This design comes from an exercise in tuning for small area, a short achievable clock period and few clock cycles on the open sky130 flow, not from production work. RTL that was checked went through simulation tests only; none was proved equivalent to the original. Only the layout flow was run in runs 2 and 3; the RTL was not checked for function there. The clock port is modelled as an ideal driver; clocking choices that lean on that would not hold on a real chip. No activity file was given, so power comes from the tool's default toggle rates.

==> flow/design.v, too long to show whole: its modules and the start of the top module <==
// module mac_dot: 1530 lines
// module mac_fa: 4 lines
// module mac_ha: 4 lines
// module mac_hai: 4 lines
// module mac_top: 97 lines
module mac_top (
    input  logic         CLK,
    input  logic         RSTN,
    input  logic [11:0]  mnt_i,        
    input  logic         start_i,
    output logic         done_o,
    output logic [3:0]   w_rd_o,       
    input  logic [63:0]  w_rdata_i,    
    output logic [3:0]   i_rd_o,       
    input  logic [63:0]  i_rdata_i,    
    output logic [68:0]  o_wr_o        
);
  // ...
==> flow/flow/run.sh <==
#!/bin/bash
# The standard layout with three changes:
#  - the smallest buffer on every port (repair_timing upsizes the ones on
#    critical paths)
#  - a clock tree of fewer, larger leaf clusters and no dummy loads
#  - after CTS timing repair, area recovery on paths with slack to spare
bash standard.sh \
  "BUFFER_PORTS_ARGS=-buffer_cell sky130_fd_sc_hd__buf_1" \
  "CTS_ARGS=-sink_clustering_enable -sink_clustering_size 24 -sink_clustering_max_diameter 80 -buf_list {sky130_fd_sc_hd__clkbuf_8 sky130_fd_sc_hd__clkbuf_16} -dont_use_dummy_load -repair_clock_nets" \
  "POST_CTS_TCL=$PWD/flow/post_cts.tcl" \
  finish > standard.log 2>&1
==> flow/flow/post_cts.tcl <==
# After CTS timing repair: give back area on paths that have slack to spare
# (downsize gates, remove buffers) while keeping the setup margin.
estimate_parasitics -placement
puts "post_cts: before recovery: area [sta::format_area [rsz::design_area] 0] worst slack [sta::format_time [sta::worst_slack_cmd max] 3]"
repair_timing -recover_power 100 -setup_margin $::env(SETUP_SLACK_MARGIN) -verbose
detailed_placement
estimate_parasitics -placement
puts "post_cts: after recovery: area [sta::format_area [rsz::design_area] 0] worst slack [sta::format_time [sta::worst_slack_cmd max] 3]"
==> flow/standard.sh <==
#!/bin/bash
# synth_recipe.tcl (not shown) runs the flow's synth.tcl, then flattens the netlist and writes it again
# the make line also repeats each setting of config.mk as NAME=value (left out here)
make -C /OpenROAD-flow-scripts/flow DESIGN_CONFIG=/design/flow/config.mk WORK_HOME=/design/flow/orfs CLKGATE_MAP_FILE= SYNTH_SCRIPT=/design/flow/synth_recipe.tcl "${@:-finish}"
==> flow/config.mk <==
export PLATFORM = sky130hd
export DESIGN_NAME = mac_top
export DESIGN_NICKNAME = mac_top
export VERILOG_FILES = /design/flow/design.v
export SDC_FILE = /design/flow/constraint.sdc
export NUM_CORES = 4
export LEC_CHECK = 0
export CAP_MARGIN = 20
export CORE_MARGIN = 2
export CORE_UTILIZATION = 30
export SETUP_SLACK_MARGIN = 3.0
export SLEW_MARGIN = 20
export SYNTH_HIERARCHICAL = 1
==> flow/constraint.sdc <==
create_clock -name core_clock -period 5.5 [get_ports {CLK}]
set_input_delay 1.1000 -clock core_clock [delete_from_list [all_inputs] [get_ports {CLK}]]
set_output_delay 1.1000 -clock core_clock [all_outputs]
set_load 0.01 [all_outputs]
==> flow_metrics.py, run 1 <==
metrics = {
    "route": {
        "met3_length_um": 2150,
        "antenna_left": 0,
        "drcViolationCount": 0,
        "wl_met1_um": 13700,
    },
    "yosys": {
        "postSynth.asyncResetShare": 0.0622,
        "synthMuxAreaShare": 0.00169,
        "synth_ff_type": "dfxtp_1",
        "avgSynthCellArea_sq_um": 11.9,
    },
    "timing": {
        "finalHoldViolations": 0,
        "tightest_slew_ns": 0.818,
        "slew_headroom": 0.455,
    },
    "layout": {
        "buffers_excl_clock": 166,
        "diodes": 0,
        "dominant_cells": "multi-input gates",
        "layout.nets": 1556,
    },
    "place": {
        "gp_congestion": 0.873,
        "port-buffer-count": 150,
    },
    "global_routing": {
        "overflow": 0,
        "grt_first_pass_wirelength_um": 48500,
    },
    "run_status": {
        "status": "timing/DRC/antenna clean",
    },
    "power_and_ir_drop": {
        "cellPowerDensity_nw_per_um2": 580,
    },
    "floorplan": {
        "die_h_um": 209,
        "core-area_sq_um": 41700,
        "rows": 75,
    },
    "run": {
        "maxCapViolations": 0,
    },
    "critical_path": {
        "r2r-end": "acc_q[63]",
    },
    "hold_path": {
        "hp-class": "reg -> reg",
    },
}
Testbench counts, summed over its fixed seeds: cycles 5,706.
==> module mac_top, before the edit <==
module mac_top (
    input  logic         CLK,
    input  logic         RSTN,
    input  logic [11:0]  mnt_i,        
    input  logic         start_i,
    output logic         done_o,
    output logic [3:0]   w_rd_o,       
    input  logic [63:0]  w_rdata_i,    
    output logic [3:0]   i_rd_o,       
    input  logic [63:0]  i_rdata_i,    
    output logic [68:0]  o_wr_o        
);
    localparam int LAT = 2;        
    logic [3:0] m_dim, n_dim, t_dim;
    assign m_dim = mnt_i[11:8];
    assign n_dim = mnt_i[7:4];
    assign t_dim = mnt_i[3:0];
    logic        active_q;     
    logic        busy_q;       
    logic [1:0]  lane_q;       
    logic [2:0]  row_q;        
    logic [LAT:0] wl_q;        
    logic [LAT:0] fin_q;       
    logic [LAT:0] first_q;     
    logic [3:0]   mask_q;      
    logic [63:0] acc_q;        
    logic        wen_q;
    logic [2:0]  waddr_q;      
    logic        done_q;
    logic        accept, rd_valid, first, lastl, fin;
    logic [1:0]  mlast;
    assign accept   = start_i && !active_q;
    assign mlast    = (n_dim == 4'd0) ? 2'd0 : m_dim[1:0] - 2'd1;
    assign rd_valid = busy_q || (accept && mlast == 2'd3);     
    assign first    = (lane_q == mlast);
    assign lastl    = (lane_q == 2'd0);
    assign fin      = lastl && ({1'b0, row_q} == t_dim - 4'd1);
    always_ff @(posedge CLK or negedge RSTN) begin
        if (!RSTN) begin
            active_q <= 1'b0;
            busy_q   <= 1'b0;
            lane_q   <= 2'd3;
            row_q    <= 3'd0;
            wl_q     <= '0;
            fin_q    <= '0;
            wen_q    <= 1'b0;
            done_q   <= 1'b0;
        end else begin
            active_q <= accept || (active_q && !done_q);
            wl_q     <= {wl_q[LAT-1:0], rd_valid && lastl};
            fin_q    <= {fin_q[LAT-1:0], rd_valid && fin};
            wen_q    <= wl_q[LAT];
            done_q   <= fin_q[LAT];
            if (rd_valid) begin
                busy_q <= !fin;
                if (fin) begin
                    lane_q <= 2'd3;
                    row_q  <= 3'd0;
                end else if (lastl) begin
                    lane_q <= mlast;
                    row_q  <= row_q + 3'd1;
                end else begin
                    lane_q <= lane_q - 2'd1;
                end
            end else if (accept) begin
                busy_q <= 1'b1;
                lane_q <= mlast;
            end
        end
    end
    always_ff @(posedge CLK) begin
        first_q  <= {first_q[LAT-1:0], first};
        waddr_q  <= active_q ? waddr_q + {2'b00, wen_q} : 3'd0;
        for (int n = 0; n < 4; n++) mask_q[n] <= (n_dim > n);
    end
    logic [31:0] x_b, w_b;             
    logic [15:0] dot;
    for (genvar n = 0; n < 4; n++) begin : g_byte
        assign x_b[8*n +: 8] = i_rdata_i[63-8*n -: 8];
        assign w_b[8*n +: 8] = w_rdata_i[63-8*n -: 8];
    end
    mac_dot dot_inst (
        .CLK    (CLK),
        .x_i    (x_b),
        .w_i    (w_b),
        .mask_i (mask_q),
        .dot_o  (dot)
    );
    always_ff @(posedge CLK) begin
        acc_q[63:48] <= dot;
        acc_q[47:0]  <= first_q[LAT] ? 48'd0 : acc_q[63:16];
    end
    assign w_rd_o = {1'b1, 1'b0, lane_q};
    assign i_rd_o = {1'b1, row_q};
    assign o_wr_o = {wen_q, waddr_q, 1'b0, acc_q};
    assign done_o = done_q;
endmodule
==> inputs of run 2 (changes only) <==
--- a/flow/design.v
+++ b/flow/design.v
@@ -1,20 +1,16 @@
 `timescale 1ns/10ps
 module mac_dot (
     input  logic        CLK,
     input  logic [31:0] x_i,      
     input  logic [31:0] w_i,
     input  logic [3:0]  mask_i,   
     output logic [15:0] dot_o
 );
-    logic [31:0] xm;      
-    for (genvar n = 0; n < 4; n++) begin : g_mask
-        assign xm[8*n +: 8] = x_i[8*n +: 8] & {8{mask_i[n]}};
-    end
     logic pp1;
     logic pp2;
     logic pp3;
     logic pp4;
     logic pp5;
     logic pp6;
     logic pp7;
     logic pp8;
@@ -876,272 +872,272 @@
     logic s679_q2;
     logic s685_q2;
     logic c680_q2;
     logic s687_q2;
     logic s693_q2;
     logic c688_q2;
     logic c694_q2;
     logic s696_q2;
-    assign pp1 = ~(xm[0] & w_i[0]);
-    assign pp2 = ~(xm[0] & w_i[1]);
-    assign pp3 = ~(xm[0] & w_i[2]);
-    assign pp4 = ~(xm[0] & w_i[3]);
-    assign pp5 = ~(xm[0] & w_i[4]);
-    assign pp6 = ~(xm[0] & w_i[5]);
-    assign pp7 = ~(xm[0] & w_i[6]);
-    assign pp8 = xm[0] & w_i[7];
-    assign pp9 = ~(xm[1] & w_i[0]);
-    assign pp10 = ~(xm[1] & w_i[1]);
-    assign pp11 = ~(xm[1] & w_i[2]);
-    assign pp12 = ~(xm[1] & w_i[3]);
-    assign pp13 = ~(xm[1] & w_i[4]);
-    assign pp14 = ~(xm[1] & w_i[5]);
-    assign pp15 = ~(xm[1] & w_i[6]);
-    assign pp16 = xm[1] & w_i[7];
-    assign pp17 = ~(xm[2] & w_i[0]);
-    assign pp18 = ~(xm[2] & w_i[1]);
-    assign pp19 = ~(xm[2] & w_i[2]);
-    assign pp20 = ~(xm[2] & w_i[3]);
-    assign pp21 = ~(xm[2] & w_i[4]);
-    assign pp22 = ~(xm[2] & w_i[5]);
-    assign pp23 = ~(xm[2] & w_i[6]);
-    assign pp24 = xm[2] & w_i[7];
-    assign pp25 = ~(xm[3] & w_i[0]);
-    assign pp26 = ~(xm[3] & w_i[1]);
-    assign pp27 = ~(xm[3] & w_i[2]);
-    assign pp28 = ~(xm[3] & w_i[3]);
-    assign pp29 = ~(xm[3] & w_i[4]);
-    assign pp30 = ~(xm[3] & w_i[5]);
-    assign pp31 = ~(xm[3] & w_i[6]);
-    assign pp32 = xm[3] & w_i[7];
-    assign pp33 = ~(xm[4] & w_i[0]);
-    assign pp34 = ~(xm[4] & w_i[1]);
-    assign pp35 = ~(xm[4] & w_i[2]);
-    assign pp36 = ~(xm[4] & w_i[3]);
-    assign pp37 = ~(xm[4] & w_i[4]);
-    assign pp38 = ~(xm[4] & w_i[5]);
-    assign pp39 = ~(xm[4] & w_i[6]);
-    assign pp40 = xm[4] & w_i[7];
-    assign pp41 = ~(xm[5] & w_i[0]);
-    assign pp42 = ~(xm[5] & w_i[1]);
-    assign pp43 = ~(xm[5] & w_i[2]);
-    assign pp44 = ~(xm[5] & w_i[3]);
-    assign pp45 = ~(xm[5] & w_i[4]);
-    assign pp46 = ~(xm[5] & w_i[5]);
-    assign pp47 = ~(xm[5] & w_i[6]);
-    assign pp48 = xm[5] & w_i[7];
-    assign pp49 = ~(xm[6] & w_i[0]);
-    assign pp50 = ~(xm[6] & w_i[1]);
-    assign pp51 = ~(xm[6] & w_i[2]);
-    assign pp52 = ~(xm[6] & w_i[3]);
-    assign pp53 = ~(xm[6] & w_i[4]);
-    assign pp54 = ~(xm[6] & w_i[5]);
-    assign pp55 = ~(xm[6] & w_i[6]);
-    assign pp56 = xm[6] & w_i[7];
-    assign pp57 = xm[7] & w_i[0];
-    assign pp58 = xm[7] & w_i[1];
-    assign pp59 = xm[7] & w_i[2];
-    assign pp60 = xm[7] & w_i[3];
-    assign pp61 = xm[7] & w_i[4];
-    assign pp62 = xm[7] & w_i[5];
-    assign pp63 = xm[7] & w_i[6];
-    assign pp64 = ~(xm[7] & w_i[7]);
-    assign pp65 = ~(xm[8] & w_i[8]);
-    assign pp66 = ~(xm[8] & w_i[9]);
-    assign pp67 = ~(xm[8] & w_i[10]);
-    assign pp68 = ~(xm[8] & w_i[11]);
-    assign pp69 = ~(xm[8] & w_i[12]);
-    assign pp70 = ~(xm[8] & w_i[13]);
-    assign pp71 = ~(xm[8] & w_i[14]);
-    assign pp72 = xm[8] & w_i[15];
-    assign pp73 = ~(xm[9] & w_i[8]);
-    assign pp74 = ~(xm[9] & w_i[9]);
-    assign pp75 = ~(xm[9] & w_i[10]);
-    assign pp76 = ~(xm[9] & w_i[11]);
-    assign pp77 = ~(xm[9] & w_i[12]);
-    assign pp78 = ~(xm[9] & w_i[13]);
-    assign pp79 = ~(xm[9] & w_i[14]);
-    assign pp80 = xm[9] & w_i[15];
-    assign pp81 = ~(xm[10] & w_i[8]);
-    assign pp82 = ~(xm[10] & w_i[9]);
-    assign pp83 = ~(xm[10] & w_i[10]);
-    assign pp84 = ~(xm[10] & w_i[11]);
-    assign pp85 = ~(xm[10] & w_i[12]);
-    assign pp86 = ~(xm[10] & w_i[13]);
-    assign pp87 = ~(xm[10] & w_i[14]);
-    assign pp88 = xm[10] & w_i[15];
-    assign pp89 = ~(xm[11] & w_i[8]);
-    assign pp90 = ~(xm[11] & w_i[9]);
-    assign pp91 = ~(xm[11] & w_i[10]);
-    assign pp92 = ~(xm[11] & w_i[11]);
-    assign pp93 = ~(xm[11] & w_i[12]);
-    assign pp94 = ~(xm[11] & w_i[13]);
-    assign pp95 = ~(xm[11] & w_i[14]);
-    assign pp96 = xm[11] & w_i[15];
-    assign pp97 = ~(xm[12] & w_i[8]);
-    assign pp98 = ~(xm[12] & w_i[9]);
-    assign pp99 = ~(xm[12] & w_i[10]);
-    assign pp100 = ~(xm[12] & w_i[11]);
-    assign pp101 = ~(xm[12] & w_i[12]);
-    assign pp102 = ~(xm[12] & w_i[13]);
-    assign pp103 = ~(xm[12] & w_i[14]);
-    assign pp104 = xm[12] & w_i[15];
-    assign pp105 = ~(xm[13] & w_i[8]);
-    assign pp106 = ~(xm[13] & w_i[9]);
-    assign pp107 = ~(xm[13] & w_i[10]);
-    assign pp108 = ~(xm[13] & w_i[11]);
-    assign pp109 = ~(xm[13] & w_i[12]);
-    assign pp110 = ~(xm[13] & w_i[13]);
-    assign pp111 = ~(xm[13] & w_i[14]);
-    assign pp112 = xm[13] & w_i[15];
-    assign pp113 = ~(xm[14] & w_i[8]);
-    assign pp114 = ~(xm[14] & w_i[9]);
-    assign pp115 = ~(xm[14] & w_i[10]);
-    assign pp116 = ~(xm[14] & w_i[11]);
-    assign pp117 = ~(xm[14] & w_i[12]);
-    assign pp118 = ~(xm[14] & w_i[13]);
-    assign pp119 = ~(xm[14] & w_i[14]);
-    assign pp120 = xm[14] & w_i[15];
-    assign pp121 = xm[15] & w_i[8];
-    assign pp122 = xm[15] & w_i[9];
-    assign pp123 = xm[15] & w_i[10];
-    assign pp124 = xm[15] & w_i[11];
-    assign pp125 = xm[15] & w_i[12];
-    assign pp126 = xm[15] & w_i[13];
-    assign pp127 = xm[15] & w_i[14];
-    assign pp128 = ~(xm[15] & w_i[15]);
-    assign pp129 = ~(xm[16] & w_i[16]);
-    assign pp130 = ~(xm[16] & w_i[17]);
-    assign pp131 = ~(xm[16] & w_i[18]);
-    assign pp132 = ~(xm[16] & w_i[19]);
-    assign pp133 = ~(xm[16] & w_i[20]);
-    assign pp134 = ~(xm[16] & w_i[21]);
-    assign pp135 = ~(xm[16] & w_i[22]);
-    assign pp136 = xm[16] & w_i[23];
-    assign pp137 = ~(xm[17] & w_i[16]);
-    assign pp138 = ~(xm[17] & w_i[17]);
-    assign pp139 = ~(xm[17] & w_i[18]);
-    assign pp140 = ~(xm[17] & w_i[19]);
-    assign pp141 = ~(xm[17] & w_i[20]);
-    assign pp142 = ~(xm[17] & w_i[21]);
-    assign pp143 = ~(xm[17] & w_i[22]);
-    assign pp144 = xm[17] & w_i[23];
-    assign pp145 = ~(xm[18] & w_i[16]);
-    assign pp146 = ~(xm[18] & w_i[17]);
-    assign pp147 = ~(xm[18] & w_i[18]);
-    assign pp148 = ~(xm[18] & w_i[19]);
-    assign pp149 = ~(xm[18] & w_i[20]);
-    assign pp150 = ~(xm[18] & w_i[21]);
-    assign pp151 = ~(xm[18] & w_i[22]);
-    assign pp152 = xm[18] & w_i[23];
-    assign pp153 = ~(xm[19] & w_i[16]);
-    assign pp154 = ~(xm[19] & w_i[17]);
-    assign pp155 = ~(xm[19] & w_i[18]);
-    assign pp156 = ~(xm[19] & w_i[19]);
-    assign pp157 = ~(xm[19] & w_i[20]);
-    assign pp158 = ~(xm[19] & w_i[21]);
-    assign pp159 = ~(xm[19] & w_i[22]);
-    assign pp160 = xm[19] & w_i[23];
-    assign pp161 = ~(xm[20] & w_i[16]);
-    assign pp162 = ~(xm[20] & w_i[17]);
-    assign pp163 = ~(xm[20] & w_i[18]);
-    assign pp164 = ~(xm[20] & w_i[19]);
-    assign pp165 = ~(xm[20] & w_i[20]);
-    assign pp166 = ~(xm[20] & w_i[21]);
-    assign pp167 = ~(xm[20] & w_i[22]);
-    assign pp168 = xm[20] & w_i[23];
-    assign pp169 = ~(xm[21] & w_i[16]);
-    assign pp170 = ~(xm[21] & w_i[17]);
-    assign pp171 = ~(xm[21] & w_i[18]);
-    assign pp172 = ~(xm[21] & w_i[19]);
-    assign pp173 = ~(xm[21] & w_i[20]);
-    assign pp174 = ~(xm[21] & w_i[21]);
-    assign pp175 = ~(xm[21] & w_i[22]);
-    assign pp176 = xm[21] & w_i[23];
-    assign pp177 = ~(xm[22] & w_i[16]);
-    assign pp178 = ~(xm[22] & w_i[17]);
-    assign pp179 = ~(xm[22] & w_i[18]);
-    assign pp180 = ~(xm[22] & w_i[19]);
-    assign pp181 = ~(xm[22] & w_i[20]);
-    assign pp182 = ~(xm[22] & w_i[21]);
-    assign pp183 = ~(xm[22] & w_i[22]);
-    assign pp184 = xm[22] & w_i[23];
-    assign pp185 = xm[23] & w_i[16];
-    assign pp186 = xm[23] & w_i[17];
-    assign pp187 = xm[23] & w_i[18];
-    assign pp188 = xm[23] & w_i[19];
-    assign pp189 = xm[23] & w_i[20];
-    assign pp190 = xm[23] & w_i[21];
-    assign pp191 = xm[23] & w_i[22];
-    assign pp192 = ~(xm[23] & w_i[23]);
-    assign pp193 = ~(xm[24] & w_i[24]);
-    assign pp194 = ~(xm[24] & w_i[25]);
-    assign pp195 = ~(xm[24] & w_i[26]);
-    assign pp196 = ~(xm[24] & w_i[27]);
-    assign pp197 = ~(xm[24] & w_i[28]);
-    assign pp198 = ~(xm[24] & w_i[29]);
-    assign pp199 = ~(xm[24] & w_i[30]);
-    assign pp200 = xm[24] & w_i[31];
-    assign pp201 = ~(xm[25] & w_i[24]);
-    assign pp202 = ~(xm[25] & w_i[25]);
-    assign pp203 = ~(xm[25] & w_i[26]);
-    assign pp204 = ~(xm[25] & w_i[27]);
-    assign pp205 = ~(xm[25] & w_i[28]);
-    assign pp206 = ~(xm[25] & w_i[29]);
-    assign pp207 = ~(xm[25] & w_i[30]);
-    assign pp208 = xm[25] & w_i[31];
-    assign pp209 = ~(xm[26] & w_i[24]);
-    assign pp210 = ~(xm[26] & w_i[25]);
-    assign pp211 = ~(xm[26] & w_i[26]);
-    assign pp212 = ~(xm[26] & w_i[27]);
-    assign pp213 = ~(xm[26] & w_i[28]);
-    assign pp214 = ~(xm[26] & w_i[29]);
-    assign pp215 = ~(xm[26] & w_i[30]);
-    assign pp216 = xm[26] & w_i[31];
-    assign pp217 = ~(xm[27] & w_i[24]);
-    assign pp218 = ~(xm[27] & w_i[25]);
-    assign pp219 = ~(xm[27] & w_i[26]);
-    assign pp220 = ~(xm[27] & w_i[27]);
-    assign pp221 = ~(xm[27] & w_i[28]);
-    assign pp222 = ~(xm[27] & w_i[29]);
-    assign pp223 = ~(xm[27] & w_i[30]);
-    assign pp224 = xm[27] & w_i[31];
-    assign pp225 = ~(xm[28] & w_i[24]);
-    assign pp226 = ~(xm[28] & w_i[25]);
-    assign pp227 = ~(xm[28] & w_i[26]);
-    assign pp228 = ~(xm[28] & w_i[27]);
-    assign pp229 = ~(xm[28] & w_i[28]);
-    assign pp230 = ~(xm[28] & w_i[29]);
-    assign pp231 = ~(xm[28] & w_i[30]);
-    assign pp232 = xm[28] & w_i[31];
-    assign pp233 = ~(xm[29] & w_i[24]);
-    assign pp234 = ~(xm[29] & w_i[25]);
-    assign pp235 = ~(xm[29] & w_i[26]);
-    assign pp236 = ~(xm[29] & w_i[27]);
-    assign pp237 = ~(xm[29] & w_i[28]);
-    assign pp238 = ~(xm[29] & w_i[29]);
-    assign pp239 = ~(xm[29] & w_i[30]);
-    assign pp240 = xm[29] & w_i[31];
-    assign pp241 = ~(xm[30] & w_i[24]);
-    assign pp242 = ~(xm[30] & w_i[25]);
-    assign pp243 = ~(xm[30] & w_i[26]);
-    assign pp244 = ~(xm[30] & w_i[27]);
-    assign pp245 = ~(xm[30] & w_i[28]);
-    assign pp246 = ~(xm[30] & w_i[29]);
-    assign pp247 = ~(xm[30] & w_i[30]);
-    assign pp248 = xm[30] & w_i[31];
-    assign pp249 = xm[31] & w_i[24];
-    assign pp250 = xm[31] & w_i[25];
-    assign pp251 = xm[31] & w_i[26];
-    assign pp252 = xm[31] & w_i[27];
-    assign pp253 = xm[31] & w_i[28];
-    assign pp254 = xm[31] & w_i[29];
-    assign pp255 = xm[31] & w_i[30];
-    assign pp256 = ~(xm[31] & w_i[31]);
+    assign pp1 = ~(x_i[0] & w_i[0] & mask_i[0]);
+    assign pp2 = ~(x_i[0] & w_i[1] & mask_i[0]);
+    assign pp3 = ~(x_i[0] & w_i[2] & mask_i[0]);
+    assign pp4 = ~(x_i[0] & w_i[3] & mask_i[0]);
+    assign pp5 = ~(x_i[0] & w_i[4] & mask_i[0]);
+    assign pp6 = ~(x_i[0] & w_i[5] & mask_i[0]);
+    assign pp7 = ~(x_i[0] & w_i[6] & mask_i[0]);
+    assign pp8 = x_i[0] & w_i[7] & mask_i[0];
+    assign pp9 = ~(x_i[1] & w_i[0] & mask_i[0]);
+    assign pp10 = ~(x_i[1] & w_i[1] & mask_i[0]);
+    assign pp11 = ~(x_i[1] & w_i[2] & mask_i[0]);
+    assign pp12 = ~(x_i[1] & w_i[3] & mask_i[0]);
+    assign pp13 = ~(x_i[1] & w_i[4] & mask_i[0]);
+    assign pp14 = ~(x_i[1] & w_i[5] & mask_i[0]);
+    assign pp15 = ~(x_i[1] & w_i[6] & mask_i[0]);
+    assign pp16 = x_i[1] & w_i[7] & mask_i[0];
+    assign pp17 = ~(x_i[2] & w_i[0] & mask_i[0]);
+    assign pp18 = ~(x_i[2] & w_i[1] & mask_i[0]);
+    assign pp19 = ~(x_i[2] & w_i[2] & mask_i[0]);
+    assign pp20 = ~(x_i[2] & w_i[3] & mask_i[0]);
+    assign pp21 = ~(x_i[2] & w_i[4] & mask_i[0]);
+    assign pp22 = ~(x_i[2] & w_i[5] & mask_i[0]);
+    assign pp23 = ~(x_i[2] & w_i[6] & mask_i[0]);
+    assign pp24 = x_i[2] & w_i[7] & mask_i[0];
+    assign pp25 = ~(x_i[3] & w_i[0] & mask_i[0]);
+    assign pp26 = ~(x_i[3] & w_i[1] & mask_i[0]);
+    assign pp27 = ~(x_i[3] & w_i[2] & mask_i[0]);
+    assign pp28 = ~(x_i[3] & w_i[3] & mask_i[0]);
+    assign pp29 = ~(x_i[3] & w_i[4] & mask_i[0]);
+    assign pp30 = ~(x_i[3] & w_i[5] & mask_i[0]);
+    assign pp31 = ~(x_i[3] & w_i[6] & mask_i[0]);
+    assign pp32 = x_i[3] & w_i[7] & mask_i[0];
+    assign pp33 = ~(x_i[4] & w_i[0] & mask_i[0]);
+    assign pp34 = ~(x_i[4] & w_i[1] & mask_i[0]);
+    assign pp35 = ~(x_i[4] & w_i[2] & mask_i[0]);
+    assign pp36 = ~(x_i[4] & w_i[3] & mask_i[0]);
+    assign pp37 = ~(x_i[4] & w_i[4] & mask_i[0]);
+    assign pp38 = ~(x_i[4] & w_i[5] & mask_i[0]);
+    assign pp39 = ~(x_i[4] & w_i[6] & mask_i[0]);
+    assign pp40 = x_i[4] & w_i[7] & mask_i[0];
+    assign pp41 = ~(x_i[5] & w_i[0] & mask_i[0]);
+    assign pp42 = ~(x_i[5] & w_i[1] & mask_i[0]);
+    assign pp43 = ~(x_i[5] & w_i[2] & mask_i[0]);
+    assign pp44 = ~(x_i[5] & w_i[3] & mask_i[0]);
+    assign pp45 = ~(x_i[5] & w_i[4] & mask_i[0]);
+    assign pp46 = ~(x_i[5] & w_i[5] & mask_i[0]);
+    assign pp47 = ~(x_i[5] & w_i[6] & mask_i[0]);
+    assign pp48 = x_i[5] & w_i[7] & mask_i[0];
+    assign pp49 = ~(x_i[6] & w_i[0] & mask_i[0]);
+    assign pp50 = ~(x_i[6] & w_i[1] & mask_i[0]);
+    assign pp51 = ~(x_i[6] & w_i[2] & mask_i[0]);
+    assign pp52 = ~(x_i[6] & w_i[3] & mask_i[0]);
+    assign pp53 = ~(x_i[6] & w_i[4] & mask_i[0]);
+    assign pp54 = ~(x_i[6] & w_i[5] & mask_i[0]);
+    assign pp55 = ~(x_i[6] & w_i[6] & mask_i[0]);
+    assign pp56 = x_i[6] & w_i[7] & mask_i[0];
+    assign pp57 = x_i[7] & w_i[0] & mask_i[0];
+    assign pp58 = x_i[7] & w_i[1] & mask_i[0];
+    assign pp59 = x_i[7] & w_i[2] & mask_i[0];
+    assign pp60 = x_i[7] & w_i[3] & mask_i[0];
+    assign pp61 = x_i[7] & w_i[4] & mask_i[0];
+    assign pp62 = x_i[7] & w_i[5] & mask_i[0];
+    assign pp63 = x_i[7] & w_i[6] & mask_i[0];
+    assign pp64 = ~(x_i[7] & w_i[7] & mask_i[0]);
+    assign pp65 = ~(x_i[8] & w_i[8] & mask_i[1]);
+    assign pp66 = ~(x_i[8] & w_i[9] & mask_i[1]);
+    assign pp67 = ~(x_i[8] & w_i[10] & mask_i[1]);
+    assign pp68 = ~(x_i[8] & w_i[11] & mask_i[1]);
+    assign pp69 = ~(x_i[8] & w_i[12] & mask_i[1]);
+    assign pp70 = ~(x_i[8] & w_i[13] & mask_i[1]);
+    assign pp71 = ~(x_i[8] & w_i[14] & mask_i[1]);
+    assign pp72 = x_i[8] & w_i[15] & mask_i[1];
+    assign pp73 = ~(x_i[9] & w_i[8] & mask_i[1]);
+    assign pp74 = ~(x_i[9] & w_i[9] & mask_i[1]);
+    assign pp75 = ~(x_i[9] & w_i[10] & mask_i[1]);
+    assign pp76 = ~(x_i[9] & w_i[11] & mask_i[1]);
+    assign pp77 = ~(x_i[9] & w_i[12] & mask_i[1]);
+    assign pp78 = ~(x_i[9] & w_i[13] & mask_i[1]);
+    assign pp79 = ~(x_i[9] & w_i[14] & mask_i[1]);
+    assign pp80 = x_i[9] & w_i[15] & mask_i[1];
+    assign pp81 = ~(x_i[10] & w_i[8] & mask_i[1]);
+    assign pp82 = ~(x_i[10] & w_i[9] & mask_i[1]);
+    assign pp83 = ~(x_i[10] & w_i[10] & mask_i[1]);
+    assign pp84 = ~(x_i[10] & w_i[11] & mask_i[1]);
+    assign pp85 = ~(x_i[10] & w_i[12] & mask_i[1]);
+    assign pp86 = ~(x_i[10] & w_i[13] & mask_i[1]);
+    assign pp87 = ~(x_i[10] & w_i[14] & mask_i[1]);
+    assign pp88 = x_i[10] & w_i[15] & mask_i[1];
+    assign pp89 = ~(x_i[11] & w_i[8] & mask_i[1]);
+    assign pp90 = ~(x_i[11] & w_i[9] & mask_i[1]);
+    assign pp91 = ~(x_i[11] & w_i[10] & mask_i[1]);
+    assign pp92 = ~(x_i[11] & w_i[11] & mask_i[1]);
+    assign pp93 = ~(x_i[11] & w_i[12] & mask_i[1]);
+    assign pp94 = ~(x_i[11] & w_i[13] & mask_i[1]);
+    assign pp95 = ~(x_i[11] & w_i[14] & mask_i[1]);
+    assign pp96 = x_i[11] & w_i[15] & mask_i[1];
+    assign pp97 = ~(x_i[12] & w_i[8] & mask_i[1]);
+    assign pp98 = ~(x_i[12] & w_i[9] & mask_i[1]);
+    assign pp99 = ~(x_i[12] & w_i[10] & mask_i[1]);
+    assign pp100 = ~(x_i[12] & w_i[11] & mask_i[1]);
+    assign pp101 = ~(x_i[12] & w_i[12] & mask_i[1]);
+    assign pp102 = ~(x_i[12] & w_i[13] & mask_i[1]);
+    assign pp103 = ~(x_i[12] & w_i[14] & mask_i[1]);
+    assign pp104 = x_i[12] & w_i[15] & mask_i[1];
+    assign pp105 = ~(x_i[13] & w_i[8] & mask_i[1]);
+    assign pp106 = ~(x_i[13] & w_i[9] & mask_i[1]);
+    assign pp107 = ~(x_i[13] & w_i[10] & mask_i[1]);
+    assign pp108 = ~(x_i[13] & w_i[11] & mask_i[1]);
+    assign pp109 = ~(x_i[13] & w_i[12] & mask_i[1]);
+    assign pp110 = ~(x_i[13] & w_i[13] & mask_i[1]);
+    assign pp111 = ~(x_i[13] & w_i[14] & mask_i[1]);
+    assign pp112 = x_i[13] & w_i[15] & mask_i[1];
+    assign pp113 = ~(x_i[14] & w_i[8] & mask_i[1]);
+    assign pp114 = ~(x_i[14] & w_i[9] & mask_i[1]);
+    assign pp115 = ~(x_i[14] & w_i[10] & mask_i[1]);
+    assign pp116 = ~(x_i[14] & w_i[11] & mask_i[1]);
+    assign pp117 = ~(x_i[14] & w_i[12] & mask_i[1]);
+    assign pp118 = ~(x_i[14] & w_i[13] & mask_i[1]);
+    assign pp119 = ~(x_i[14] & w_i[14] & mask_i[1]);
+    assign pp120 = x_i[14] & w_i[15] & mask_i[1];
+    assign pp121 = x_i[15] & w_i[8] & mask_i[1];
+    assign pp122 = x_i[15] & w_i[9] & mask_i[1];
+    assign pp123 = x_i[15] & w_i[10] & mask_i[1];
+    assign pp124 = x_i[15] & w_i[11] & mask_i[1];
+    assign pp125 = x_i[15] & w_i[12] & mask_i[1];
+    assign pp126 = x_i[15] & w_i[13] & mask_i[1];
+    assign pp127 = x_i[15] & w_i[14] & mask_i[1];
+    assign pp128 = ~(x_i[15] & w_i[15] & mask_i[1]);
+    assign pp129 = ~(x_i[16] & w_i[16] & mask_i[2]);
+    assign pp130 = ~(x_i[16] & w_i[17] & mask_i[2]);
+    assign pp131 = ~(x_i[16] & w_i[18] & mask_i[2]);
+    assign pp132 = ~(x_i[16] & w_i[19] & mask_i[2]);
+    assign pp133 = ~(x_i[16] & w_i[20] & mask_i[2]);
+    assign pp134 = ~(x_i[16] & w_i[21] & mask_i[2]);
+    assign pp135 = ~(x_i[16] & w_i[22] & mask_i[2]);
+    assign pp136 = x_i[16] & w_i[23] & mask_i[2];
+    assign pp137 = ~(x_i[17] & w_i[16] & mask_i[2]);
+    assign pp138 = ~(x_i[17] & w_i[17] & mask_i[2]);
+    assign pp139 = ~(x_i[17] & w_i[18] & mask_i[2]);
+    assign pp140 = ~(x_i[17] & w_i[19] & mask_i[2]);
+    assign pp141 = ~(x_i[17] & w_i[20] & mask_i[2]);
+    assign pp142 = ~(x_i[17] & w_i[21] & mask_i[2]);
+    assign pp143 = ~(x_i[17] & w_i[22] & mask_i[2]);
+    assign pp144 = x_i[17] & w_i[23] & mask_i[2];
+    assign pp145 = ~(x_i[18] & w_i[16] & mask_i[2]);
+    assign pp146 = ~(x_i[18] & w_i[17] & mask_i[2]);
+    assign pp147 = ~(x_i[18] & w_i[18] & mask_i[2]);
+    assign pp148 = ~(x_i[18] & w_i[19] & mask_i[2]);
+    assign pp149 = ~(x_i[18] & w_i[20] & mask_i[2]);
+    assign pp150 = ~(x_i[18] & w_i[21] & mask_i[2]);
+    assign pp151 = ~(x_i[18] & w_i[22] & mask_i[2]);
+    assign pp152 = x_i[18] & w_i[23] & mask_i[2];
+    assign pp153 = ~(x_i[19] & w_i[16] & mask_i[2]);
+    assign pp154 = ~(x_i[19] & w_i[17] & mask_i[2]);
+    assign pp155 = ~(x_i[19] & w_i[18] & mask_i[2]);
+    assign pp156 = ~(x_i[19] & w_i[19] & mask_i[2]);
+    assign pp157 = ~(x_i[19] & w_i[20] & mask_i[2]);
+    assign pp158 = ~(x_i[19] & w_i[21] & mask_i[2]);
+    assign pp159 = ~(x_i[19] & w_i[22] & mask_i[2]);
+    assign pp160 = x_i[19] & w_i[23] & mask_i[2];
+    assign pp161 = ~(x_i[20] & w_i[16] & mask_i[2]);
+    assign pp162 = ~(x_i[20] & w_i[17] & mask_i[2]);
+    assign pp163 = ~(x_i[20] & w_i[18] & mask_i[2]);
+    assign pp164 = ~(x_i[20] & w_i[19] & mask_i[2]);
+    assign pp165 = ~(x_i[20] & w_i[20] & mask_i[2]);
+    assign pp166 = ~(x_i[20] & w_i[21] & mask_i[2]);
+    assign pp167 = ~(x_i[20] & w_i[22] & mask_i[2]);
+    assign pp168 = x_i[20] & w_i[23] & mask_i[2];
+    assign pp169 = ~(x_i[21] & w_i[16] & mask_i[2]);
+    assign pp170 = ~(x_i[21] & w_i[17] & mask_i[2]);
+    assign pp171 = ~(x_i[21] & w_i[18] & mask_i[2]);
+    assign pp172 = ~(x_i[21] & w_i[19] & mask_i[2]);
+    assign pp173 = ~(x_i[21] & w_i[20] & mask_i[2]);
+    assign pp174 = ~(x_i[21] & w_i[21] & mask_i[2]);
+    assign pp175 = ~(x_i[21] & w_i[22] & mask_i[2]);
+    assign pp176 = x_i[21] & w_i[23] & mask_i[2];
+    assign pp177 = ~(x_i[22] & w_i[16] & mask_i[2]);
+    assign pp178 = ~(x_i[22] & w_i[17] & mask_i[2]);
+    assign pp179 = ~(x_i[22] & w_i[18] & mask_i[2]);
+    assign pp180 = ~(x_i[22] & w_i[19] & mask_i[2]);
+    assign pp181 = ~(x_i[22] & w_i[20] & mask_i[2]);
+    assign pp182 = ~(x_i[22] & w_i[21] & mask_i[2]);
+    assign pp183 = ~(x_i[22] & w_i[22] & mask_i[2]);
+    assign pp184 = x_i[22] & w_i[23] & mask_i[2];
+    assign pp185 = x_i[23] & w_i[16] & mask_i[2];
+    assign pp186 = x_i[23] & w_i[17] & mask_i[2];
+    assign pp187 = x_i[23] & w_i[18] & mask_i[2];
+    assign pp188 = x_i[23] & w_i[19] & mask_i[2];
+    assign pp189 = x_i[23] & w_i[20] & mask_i[2];
+    assign pp190 = x_i[23] & w_i[21] & mask_i[2];
+    assign pp191 = x_i[23] & w_i[22] & mask_i[2];
+    assign pp192 = ~(x_i[23] & w_i[23] & mask_i[2]);
+    assign pp193 = ~(x_i[24] & w_i[24] & mask_i[3]);
+    assign pp194 = ~(x_i[24] & w_i[25] & mask_i[3]);
+    assign pp195 = ~(x_i[24] & w_i[26] & mask_i[3]);
+    assign pp196 = ~(x_i[24] & w_i[27] & mask_i[3]);
+    assign pp197 = ~(x_i[24] & w_i[28] & mask_i[3]);
+    assign pp198 = ~(x_i[24] & w_i[29] & mask_i[3]);
+    assign pp199 = ~(x_i[24] & w_i[30] & mask_i[3]);
+    assign pp200 = x_i[24] & w_i[31] & mask_i[3];
+    assign pp201 = ~(x_i[25] & w_i[24] & mask_i[3]);
+    assign pp202 = ~(x_i[25] & w_i[25] & mask_i[3]);
+    assign pp203 = ~(x_i[25] & w_i[26] & mask_i[3]);
+    assign pp204 = ~(x_i[25] & w_i[27] & mask_i[3]);
+    assign pp205 = ~(x_i[25] & w_i[28] & mask_i[3]);
+    assign pp206 = ~(x_i[25] & w_i[29] & mask_i[3]);
+    assign pp207 = ~(x_i[25] & w_i[30] & mask_i[3]);
+    assign pp208 = x_i[25] & w_i[31] & mask_i[3];
+    assign pp209 = ~(x_i[26] & w_i[24] & mask_i[3]);
+    assign pp210 = ~(x_i[26] & w_i[25] & mask_i[3]);
+    assign pp211 = ~(x_i[26] & w_i[26] & mask_i[3]);
+    assign pp212 = ~(x_i[26] & w_i[27] & mask_i[3]);
+    assign pp213 = ~(x_i[26] & w_i[28] & mask_i[3]);
+    assign pp214 = ~(x_i[26] & w_i[29] & mask_i[3]);
+    assign pp215 = ~(x_i[26] & w_i[30] & mask_i[3]);
+    assign pp216 = x_i[26] & w_i[31] & mask_i[3];
+    assign pp217 = ~(x_i[27] & w_i[24] & mask_i[3]);
+    assign pp218 = ~(x_i[27] & w_i[25] & mask_i[3]);
+    assign pp219 = ~(x_i[27] & w_i[26] & mask_i[3]);
+    assign pp220 = ~(x_i[27] & w_i[27] & mask_i[3]);
+    assign pp221 = ~(x_i[27] & w_i[28] & mask_i[3]);
+    assign pp222 = ~(x_i[27] & w_i[29] & mask_i[3]);
+    assign pp223 = ~(x_i[27] & w_i[30] & mask_i[3]);
+    assign pp224 = x_i[27] & w_i[31] & mask_i[3];
+    assign pp225 = ~(x_i[28] & w_i[24] & mask_i[3]);
+    assign pp226 = ~(x_i[28] & w_i[25] & mask_i[3]);
+    assign pp227 = ~(x_i[28] & w_i[26] & mask_i[3]);
+    assign pp228 = ~(x_i[28] & w_i[27] & mask_i[3]);
+    assign pp229 = ~(x_i[28] & w_i[28] & mask_i[3]);
+    assign pp230 = ~(x_i[28] & w_i[29] & mask_i[3]);
+    assign pp231 = ~(x_i[28] & w_i[30] & mask_i[3]);
+    assign pp232 = x_i[28] & w_i[31] & mask_i[3];
+    assign pp233 = ~(x_i[29] & w_i[24] & mask_i[3]);
+    assign pp234 = ~(x_i[29] & w_i[25] & mask_i[3]);
+    assign pp235 = ~(x_i[29] & w_i[26] & mask_i[3]);
+    assign pp236 = ~(x_i[29] & w_i[27] & mask_i[3]);
+    assign pp237 = ~(x_i[29] & w_i[28] & mask_i[3]);
+    assign pp238 = ~(x_i[29] & w_i[29] & mask_i[3]);
+    assign pp239 = ~(x_i[29] & w_i[30] & mask_i[3]);
+    assign pp240 = x_i[29] & w_i[31] & mask_i[3];
+    assign pp241 = ~(x_i[30] & w_i[24] & mask_i[3]);
+    assign pp242 = ~(x_i[30] & w_i[25] & mask_i[3]);
+    assign pp243 = ~(x_i[30] & w_i[26] & mask_i[3]);
+    assign pp244 = ~(x_i[30] & w_i[27] & mask_i[3]);
+    assign pp245 = ~(x_i[30] & w_i[28] & mask_i[3]);
+    assign pp246 = ~(x_i[30] & w_i[29] & mask_i[3]);
+    assign pp247 = ~(x_i[30] & w_i[30] & mask_i[3]);
+    assign pp248 = x_i[30] & w_i[31] & mask_i[3];
+    assign pp249 = x_i[31] & w_i[24] & mask_i[3];
+    assign pp250 = x_i[31] & w_i[25] & mask_i[3];
+    assign pp251 = x_i[31] & w_i[26] & mask_i[3];
+    assign pp252 = x_i[31] & w_i[27] & mask_i[3];
+    assign pp253 = x_i[31] & w_i[28] & mask_i[3];
+    assign pp254 = x_i[31] & w_i[29] & mask_i[3];
+    assign pp255 = x_i[31] & w_i[30] & mask_i[3];
+    assign pp256 = ~(x_i[31] & w_i[31] & mask_i[3]);
     mac_fa u_s257 (.a(pp1), .b(pp129), .c(pp193), .s(s257), .co(c258));
     mac_fa u_s259 (.a(pp130), .b(pp137), .c(pp194), .s(s259), .co(c260));
     mac_fa u_s261 (.a(pp2), .b(pp201), .c(pp66), .s(s261), .co(c262));
     mac_fa u_s263 (.a(pp73), .b(pp9), .c(c258), .s(s263), .co(c264));
     mac_hai u_s265 (.a(s259), .b(s261), .s(s265), .co(c266));
     mac_fa u_s267 (.a(pp10), .b(pp131), .c(pp138), .s(s267), .co(c268));
     mac_fa u_s269 (.a(pp145), .b(pp17), .c(pp195), .s(s269), .co(c270));
     mac_fa u_s271 (.a(pp202), .b(pp209), .c(pp3), .s(s271), .co(c272));
@@ -1559,17 +1555,16 @@
     assign m_dim = mnt_i[11:8];
     assign n_dim = mnt_i[7:4];
     assign t_dim = mnt_i[3:0];
     logic        active_q;     
     logic        busy_q;       
     logic [1:0]  lane_q;       
     logic [2:0]  row_q;        
     logic [LAT:0] wl_q;        
-    logic [LAT:0] fin_q;       
     logic [LAT:0] first_q;     
     logic [3:0]   mask_q;      
     logic [63:0] acc_q;        
     logic        wen_q;
     logic [2:0]  waddr_q;      
     logic        done_q;
     logic        accept, rd_valid, first, lastl, fin;
     logic [1:0]  mlast;
@@ -1581,25 +1576,23 @@
     assign fin      = lastl && ({1'b0, row_q} == t_dim - 4'd1);
     always_ff @(posedge CLK or negedge RSTN) begin
         if (!RSTN) begin
             active_q <= 1'b0;
             busy_q   <= 1'b0;
             lane_q   <= 2'd3;
             row_q    <= 3'd0;
             wl_q     <= '0;
-            fin_q    <= '0;
             wen_q    <= 1'b0;
             done_q   <= 1'b0;
         end else begin
             active_q <= accept || (active_q && !done_q);
             wl_q     <= {wl_q[LAT-1:0], rd_valid && lastl};
-            fin_q    <= {fin_q[LAT-1:0], rd_valid && fin};
             wen_q    <= wl_q[LAT];
-            done_q   <= fin_q[LAT];
+            done_q   <= wl_q[LAT] && ({1'b0, waddr_q} + {3'b000, wen_q} == t_dim - 4'd1);
             if (rd_valid) begin
                 busy_q <= !fin;
                 if (fin) begin
                     lane_q <= 2'd3;
                     row_q  <= 3'd0;
                 end else if (lastl) begin
                     lane_q <= mlast;
                     row_q  <= row_q + 3'd1;
==> flow/flow/run.sh (replaced) <==
#!/bin/bash
# The standard layout with two changes:
#  - the smallest buffer on every port (repair_timing upsizes the ones on
#    critical paths)
#  - a clock tree of fewer, larger leaf clusters and no dummy loads
bash standard.sh \
  "BUFFER_PORTS_ARGS=-buffer_cell sky130_fd_sc_hd__buf_1" \
  "CTS_ARGS=-sink_clustering_enable -sink_clustering_size 24 -sink_clustering_max_diameter 80 -buf_list {sky130_fd_sc_hd__clkbuf_8 sky130_fd_sc_hd__clkbuf_16} -dont_use_dummy_load -repair_clock_nets" \
  finish > standard.log 2>&1
removed: flow/flow/post_cts.tcl
==> flow_metrics.py, run 2 <==
metrics = {
    "run_status": {
        "status": "timing/DRC/antenna clean",
    },
    "critical_path": {
        "r2r-start": "dot_inst.c636_q2",
        "cp.arrival_ns": 2.86,
        "path_common_cell": "fa_2",
        "cp.required_ns": 5.87,
        "critPathCaptureType": "flop",
        "cp_cell_sequence": "buf_1 -> and3_4 -> fa_2 -> fa_2 -> fa_1",
        "slowest_delay_ns": 0.48,
        "reg2reg_depth": 7,
        "start_kind": "input pin",
        "crit_type": "in -> reg",
        "crit_path_top_delay_cell": "fa_1",
        "r2r_slack_ns": 3.02,
        "r2r-end": "acc_q[63]",
        "worstPathMaxFanout": 8,
    },
    "global_routing": {
        "grt.total_usage": 0.147,
        "grt_first_pass_wirelength_um": 48800,
        "antenna_found_initial": 0,
        "grt_pass1_vias": 8633,
        "overflow": 0,
        "grt_max_degree": 49,
    },
    "yosys": {
        "synth_most_common_cell": "dfxtp_1",
        "post_synth_xor_area_fraction": 0.0217,
        "synth_warnings": 8,
        "synthMuxAreaShare": 0,
        "yosysTopAreaCellShare": 0.361,
        "yosys.area_share.simple": 0.151,
        "yosys.area.top_type": "dfxtp_1",
        "synth_top_family_by_area": "adder cells",
        "postSynthCellCount": 1060,
        "postSynth.asyncResetShare": 0.0504,
        "synth_cell_type_count": 48,
        "synth_fa_ha_area_frac": 0.381,
        "synth_ff_type": "dfxtp_1",
        "synth_common_cells": "dfxtp_1, fa_1, nand2_1",
        "avgSynthCellArea_sq_um": 11.8,
        "ys_seq_area_frac": 0.386,
        "synth_edf_count": 0,
        "ys_ff_latch": 238,
        "synth_compound_area_frac": 0.0242,
        "synth_area_leaders": "dfxtp_1, fa_1, nand2_1",
        "netlist_area_sq_um": 12500,
    },
    "hold_path": {
        "worstHoldStart": "first_q[1]",
        "hp-class": "reg -> reg",
        "holdPathEnd": "first_q[2]",
        "min_path_cells": 0,
    },
    "timing": {
        "setup_slack_ns": 3.01,
        "rsz0062_at_grt": "yes",
        "finalHoldViolations": 0,
        "fin_skew_ns": 0.0525,
        "finalMaxSlewViolations": 0,
        "whs_ns": 0.331,
        "setup_viol": 0,
        "finalCriticalPeriod_ns": 2.49,
        "tightest_slew_ns": 0.830,
        "slew_headroom": 0.447,
        "clock.fmax_mhz": 402,
        "tns_ns": 0,
        "timing.final.crit_share": 0.453,
    },
    "clock_tree": {
        "cts.sinks": 238,
        "clkLatencyLatePin_ns": 0.50,
        "clockRootBuffer": "clkbuf_16",
        "clkTransAtPathRegs_ns": 0.09,
        "h-tree-depth": 1,
        "cts_tree": "done",
        "cts.path.max_buffers": 3,
        "cts-buffers-inserted": 15,
    },
    "place": {
        "preCtsSetupSlack_ns": 2.29,
        "placed_cells": 1667,
        "gp_congestion": 0.872,
        "port-buffer-count": 150,
        "place_hpwl_um": 25200,
    },
    "floorplan": {
        "start_util": 0.305,
        "dieArea_sq_um": 43400,
        "num_io_pins": 221,
        "core-area_sq_um": 41000,
        "rows": 74,
        "die_h_um": 208,
        "die_x_um": 208,
    },
    "layout": {
        "diodes": 0,
        "final_common_cell": "dfxtp_1",
        "finalCoreUtilization": 0.353,
        "fin_cells": 1688,
        "largest_reg_flops": 64,
        "reg_top3": "acc_q (64), mask_q (4)",
        "regMostFlops": "acc_q",
        "layout.nets": 1548,
        "mostFrequentLayoutCells": "dfxtp_1, fa_1, nand2_1, buf_1, nor2b_1",
        "syn2layout_area_growth_pct": 15.7,
        "drive_gt1_frac": 0.193,
    },
    "route": {
        "vias_per_cell": 4.54,
        "wl_per_cell_um": 18.2,
        "routed_wl_um": 30700,
        "first_pass_iters": 5,
        "drt_iter0_markers": 448,
        "antenna_left": 0,
        "vias": 7670,
        "drcViolationCount": 0,
    },
    "power_and_ir_drop": {
        "cellPowerDensity_nw_per_um2": 579,
        "p_leak_nw": 5.48,
        "ir_drop_mv": 0.283,
    },
    "run": {
        "maxCapViolations": 0,
    },
}
## run 2: logic make-up (layout without fill, tap and decap cells)
logic type               count (synthesis)  in the layout
buffers and inverters                  114            208
flip-flops                             238            238
AND/OR/NAND/NOR                        386            386
other                                    2              4
adder cells (fa/ha/maj)                247            247
AO/OA/AOI/OAI                           42             42
XOR/XNOR                                31             31
## run 2: how the worst max path moves through the flow
stage                          start               end  slack [ns]  depth (start not counted)
CTS                 dot_inst.c640_q2         acc_q[61]        2.99                          7
global route        dot_inst.c636_q2         acc_q[62]        2.95                          8
detailed placement     w_rdata_i[61]  dot_inst.s405_q1        2.29                          5
floorplan              w_rdata_i[54]  dot_inst.s491_q1        2.73                          6
finish                 w_rdata_i[55]  dot_inst.s491_q1        3.01                          5
global placement       w_rdata_i[36]  dot_inst.s511_q1        2.31                          5
## run 2: layer usage
metal  GRT usage  part of all wire  up-vias
li1            -                 -     3437
met1       0.193              0.43     3818
met2       0.238              0.45      348
met3      0.0423             0.095       67
met4      0.0394             0.027        0
met5           0                 0        -
## run 2: through the flow
| step | instance area (sq um) | power (mW) |
|---|---|---|
| after floorplan | 13300 | 5.76 |
| final | 14500 | 8.38 |
| after global placement | 13900 | 6.98 |
| after detailed placement | 13900 | 7.07 |
| after global routing | 14500 | 9.23 |
| after CTS | 14400 | 8.34 |
## run 2: power by group
part           internal, mW  leakage (nW)  switching [mW]
clock network         0.488         0.185           0.553
logic                  2.08          3.27            2.41
registers              2.47          2.03           0.379
total                  5.04          5.48            3.35
## run 2: worst max-delay path: cells and delay by family
family,cells,cell delay (ns)
buffers and inverters,1,0.23
and+or+nand+nor,1,0.26
adders and majority gates,3,1.27
## run 2: modules after synthesis (local to each module, per instance)
| module | times used | cells | flops+latches |
|---|---|---|---|
| mac_dot | 1 | 586 | 152 |
| mac_fa | 223 | 1 | 0 |
| mac_ha | 1 | 1 | 0 |
| mac_hai | 6 | 5 | 0 |
| mac_top | 1 | 220 | 86 |
## run 2: cell type report
class                   count  area (sq um)
clock buffers              15           375
fillers                  3998         26500
inverters                  37           141
multi-input cells         710          7810
flip-flops and latches    238          4840
well taps                 532           666
repair buffers            156           654
## run 2: repair_timing
item | in CTS | in global routing
gates cloned | 0 | 0
hold buffers | 0 | 0
endpoints found under the setup margin | 65 | 14
pin swaps | 7 | 10
gates resized for setup | 61 | 22
buffers inserted | 0 | 6
==> inputs of run 3 (changes only) <==
==> flow/flow/run.sh (replaced) <==
#!/bin/bash
# The standard layout with two changes:
#  - the smallest buffer on every port (repair_timing upsizes the ones on
#    critical paths)
#  - a clock tree of fewer, larger leaf clusters and no dummy loads
bash standard.sh \
  "BUFFER_PORTS_ARGS=-buffer_cell sky130_fd_sc_hd__buf_1" \
  "CTS_ARGS=-sink_clustering_enable -sink_clustering_size 30 -sink_clustering_max_diameter 90 -buf_list {sky130_fd_sc_hd__clkbuf_16} -dont_use_dummy_load -repair_clock_nets" \
  finish > standard.log 2>&1
==> flow_metrics.py, run 3 <==
metrics = {
    "timing": {
        "tightest_slew_ns": 0.833,
        "fin_skew_ns": 0.0404,
        "finalMaxSlewViolations": 0,
        "finalCriticalPeriod_ns": 2.53,
        "clock.fmax_mhz": 395,
        "setup_viol": 0,
        "timing.final.crit_share": 0.460,
        "slew_headroom": 0.445,
        "rsz0062_at_grt": "yes",
        "finalHoldViolations": 0,
        "tns_ns": 0,
    },
    "clock_tree": {
        "cts-buffers-inserted": 13,
        "clkTransAtPathRegs_ns": 0.10,
        "cts_tree": "done",
        "cts.sinks": 238,
        "cts.path.max_buffers": 3,
        "h-tree-depth": 1,
        "clockRootBuffer": "clkbuf_16",
        "clkLatencyLatePin_ns": 0.50,
    },
    "floorplan": {
        "die_x_um": 208,
        "rows": 74,
        "dieArea_sq_um": 43400,
        "start_util": 0.305,
        "die_h_um": 208,
        "core-area_sq_um": 41000,
        "num_io_pins": 221,
    },
    "yosys": {
        "ys_ff_latch": 238,
        "synth_edf_count": 0,
        "synth_area_leaders": "dfxtp_1, fa_1, nand2_1",
        "synth_cell_type_count": 48,
        "postSynthCellCount": 1060,
        "synth_most_common_cell": "dfxtp_1",
        "synth_ff_type": "dfxtp_1",
        "yosysTopAreaCellShare": 0.361,
        "yosys.area.top_type": "dfxtp_1",
        "avgSynthCellArea_sq_um": 11.8,
        "netlist_area_sq_um": 12500,
        "postSynth.asyncResetShare": 0.0504,
        "synth_warnings": 8,
        "synth_common_cells": "dfxtp_1, fa_1, nand2_1",
        "ys_seq_area_frac": 0.386,
    },
    "hold_path": {
        "hp-class": "reg -> reg",
        "worstHoldStart": "first_q[1]",
        "min_path_cells": 0,
        "holdPathEnd": "first_q[2]",
    },
    "critical_path": {
        "path_common_cell": "fa_2",
        "slowest_delay_ns": 0.50,
        "start_kind": "input pin",
        "cp_cell_sequence": "buf_1 -> and2_4 -> nand2_1 -> fa_2 -> fa_2 -> fa_1",
        "critPathCaptureType": "flop",
        "reg2reg_depth": 7,
        "cp.arrival_ns": 2.88,
        "r2r_slack_ns": 3.01,
        "worstPathMaxFanout": 7,
        "r2r-start": "dot_inst.c640_q2",
        "r2r-end": "acc_q[63]",
        "startpoint": "i_rdata_i[56]",
        "crit_type": "in -> reg",
        "crit_path_top_delay_cell": "fa_1",
        "cp.required_ns": 5.86,
    },
    "power_and_ir_drop": {
        "cellPowerDensity_nw_per_um2": 578,
        "seqPwrFrac": 0.342,
        "ir_drop_mv": 0.304,
        "p_comb_frac": 0.543,
        "power_mw": 8.34,
        "p_leak_nw": 5.46,
        "power.internal_mw": 4.99,
        "p_switching_mw": 3.34,
        "switching_share": 0.401,
        "p_clk_frac": 0.115,
    },
    "route": {
        "vias_per_cell": 4.53,
        "antenna_left": 0,
        "drt_iter0_markers": 503,
        "vias": 7627,
        "first_pass_iters": 6,
        "drcViolationCount": 0,
        "wl_per_cell_um": 18.2,
        "routed_wl_um": 30600,
    },
    "layout": {
        "layout.nets": 1545,
        "largest_reg_flops": 64,
        "reg_top3": "acc_q (64), mask_q (4)",
        "syn2layout_area_growth_pct": 15.2,
        "drive_gt1_frac": 0.191,
        "mostFrequentLayoutCells": "dfxtp_1, fa_1, nand2_1, buf_1, nor2b_1",
        "final_common_cell": "dfxtp_1",
        "diodes": 0,
        "regMostFlops": "acc_q",
    },
    "global_routing": {
        "grt_first_pass_wirelength_um": 48600,
        "grt_busiest_layer": "met2",
        "gr-usage-met3": 0.0392,
        "grt.total_usage": 0.146,
        "grtUsageMet1": 0.195,
        "antenna_found_initial": 0,
        "overflow": 0,
        "use_met2": 0.237,
        "grt_pass1_vias": 8537,
        "grt_max_degree": 49,
    },
    "place": {
        "gp_congestion": 0.872,
        "place_hpwl_um": 25200,
        "port-buffer-count": 150,
    },
    "run": {
        "maxCapViolations": 0,
    },
    "run_status": {
        "status": "timing/DRC/antenna clean",
    },
}
-- run 3: timing repair --
item | CTS | global route
gates resized for setup | 53 | 30
endpoints found under the hold margin | 0 | 0
hold buffers | 0 | 0
pin swaps | 8 | 8
setup buffers | 0 | 5
endpoints found under the setup margin | 54 | 17
-- run 3: modules after synthesis, one instance, submodules excluded --
module / cell area, sq um / flops+latches / cells / times used
mac_dot: 5230 / 152 / 586 / 1
mac_top: 2650 / 86 / 220 / 1
mac_hai: 27.5 / 0 / 5 / 6
mac_fa: 20.0 / 0 / 1 / 223
mac_ha: 12.5 / 0 / 1 / 1
-- run 3: how the worst max path moves through the flow --
stage	to	slack, ns	cells after the start
CTS	dot_inst.s405_q1	2.93	5
detailed placement	dot_inst.s405_q1	2.29	5
global placement	dot_inst.s511_q1	2.31	5
finish	dot_inst.s405_q1	2.97	6
floorplan	dot_inst.s491_q1	2.73	6
global route	acc_q[63]	2.92	8
-- run 3: worst max-delay path, delay by kind of cell --
kind                     cells  cell delay (ns)
AND/OR/NAND/NOR              2             0.34
buffers and inverters        1             0.20
adder cells (fa/ha/maj)      3             1.24
-- run 3: power by group through the flow --
stage / Sequential (mW) / Combinational (mW) / Clock [mW]
5_1_grt: 2.95 / 5.17 / 1.07
6_report: 2.85 / 4.53 / 0.962
3_5_place_dp: 2.91 / 4.17 / 0
4_1_cts: 2.86 / 4.44 / 1.01
3_3_place_gp: 2.88 / 4.10 / 0
2_1_floorplan: 2.92 / 2.85 / 0
-- run 3: routing by layer --
metal	share of wire	wire length, um
met1	0.44	13400
met2	0.45	13800
met3	0.090	2750
met4	0.021	644
met5	0	0
-- run 3: area by class of cell --
class                      instances  area (sq um)
timing repair buffer             155           636
clock buffer                      13           325
sequential                       238          4840
fill                            4015         26600
multi-input combinational        710          7810
inverter                          37           141
tap                              532           666
-- run 3: stage by stage --
step	area (sq um)	utilization	hold slack (ns)	worst slack, ns	std cells
detailed placement	13900	0.338	0.313	2.29	1667
floorplan	13300	-	0.310	2.73	1062
CTS	14300	0.349	0.333	2.93	1680
global placement	13900	0.338	0.314	2.31	1667
global route	14400	0.351	0.336	2.92	1685
finish	14400	0.351	0.333	2.97	1685
-- run 3: kinds of logic (layout without fill, tap and decap cells) --
group	Yosys count	after routing	share of synthesized area
adder cells (fa/ha/maj)	247	247	0.381
buffers and inverters	114	205	0.0360
XOR/XNOR	31	31	0.0217
other	2	4	0.000600
AO/OA/AOI/OAI	42	42	0.0242
flip-flops	238	238	0.386
AND/OR/NAND/NOR	386	386	0.151

port drivers added, routing unchanged:
How much do the figures lean on ideal ports? The routed layouts below were timed once more, with nothing changed but the port constraints.
Step 1, drivers: a clkbuf_16 drives CLK and a buf_2 each remaining input, both assumed.
Step 2 adds t to the input delays and takes it off the output delays; t is the mean of the earliest and latest rising clock arrival at the registers after step 1. Input paths then give back, and output paths get back, about the clock's delay inside the block.
Slacks: ideal / step 1 / step 2; pairs: ideal / step 1.
run | t (ns) | setup WS [ns] | clock arrival spread, ns | worst slew at a driven data input, ns
run 1 | 0.544 | 3.008 / 3.013 / 2.482 | 0.039 / 0.039 | 0.08
run 2 | 0.526 | 3.010 / 3.021 / 2.508 | 0.055 / 0.055 | 0.07
run 3 | 0.524 | 2.971 / 2.997 / 2.472 | 0.041 / 0.041 | 0.07
After both steps every run listed still meets setup and hold. For run 1, which loses most, drivers alone change the setup slack by +0.005 ns; drivers and shift together by -0.526 ns.
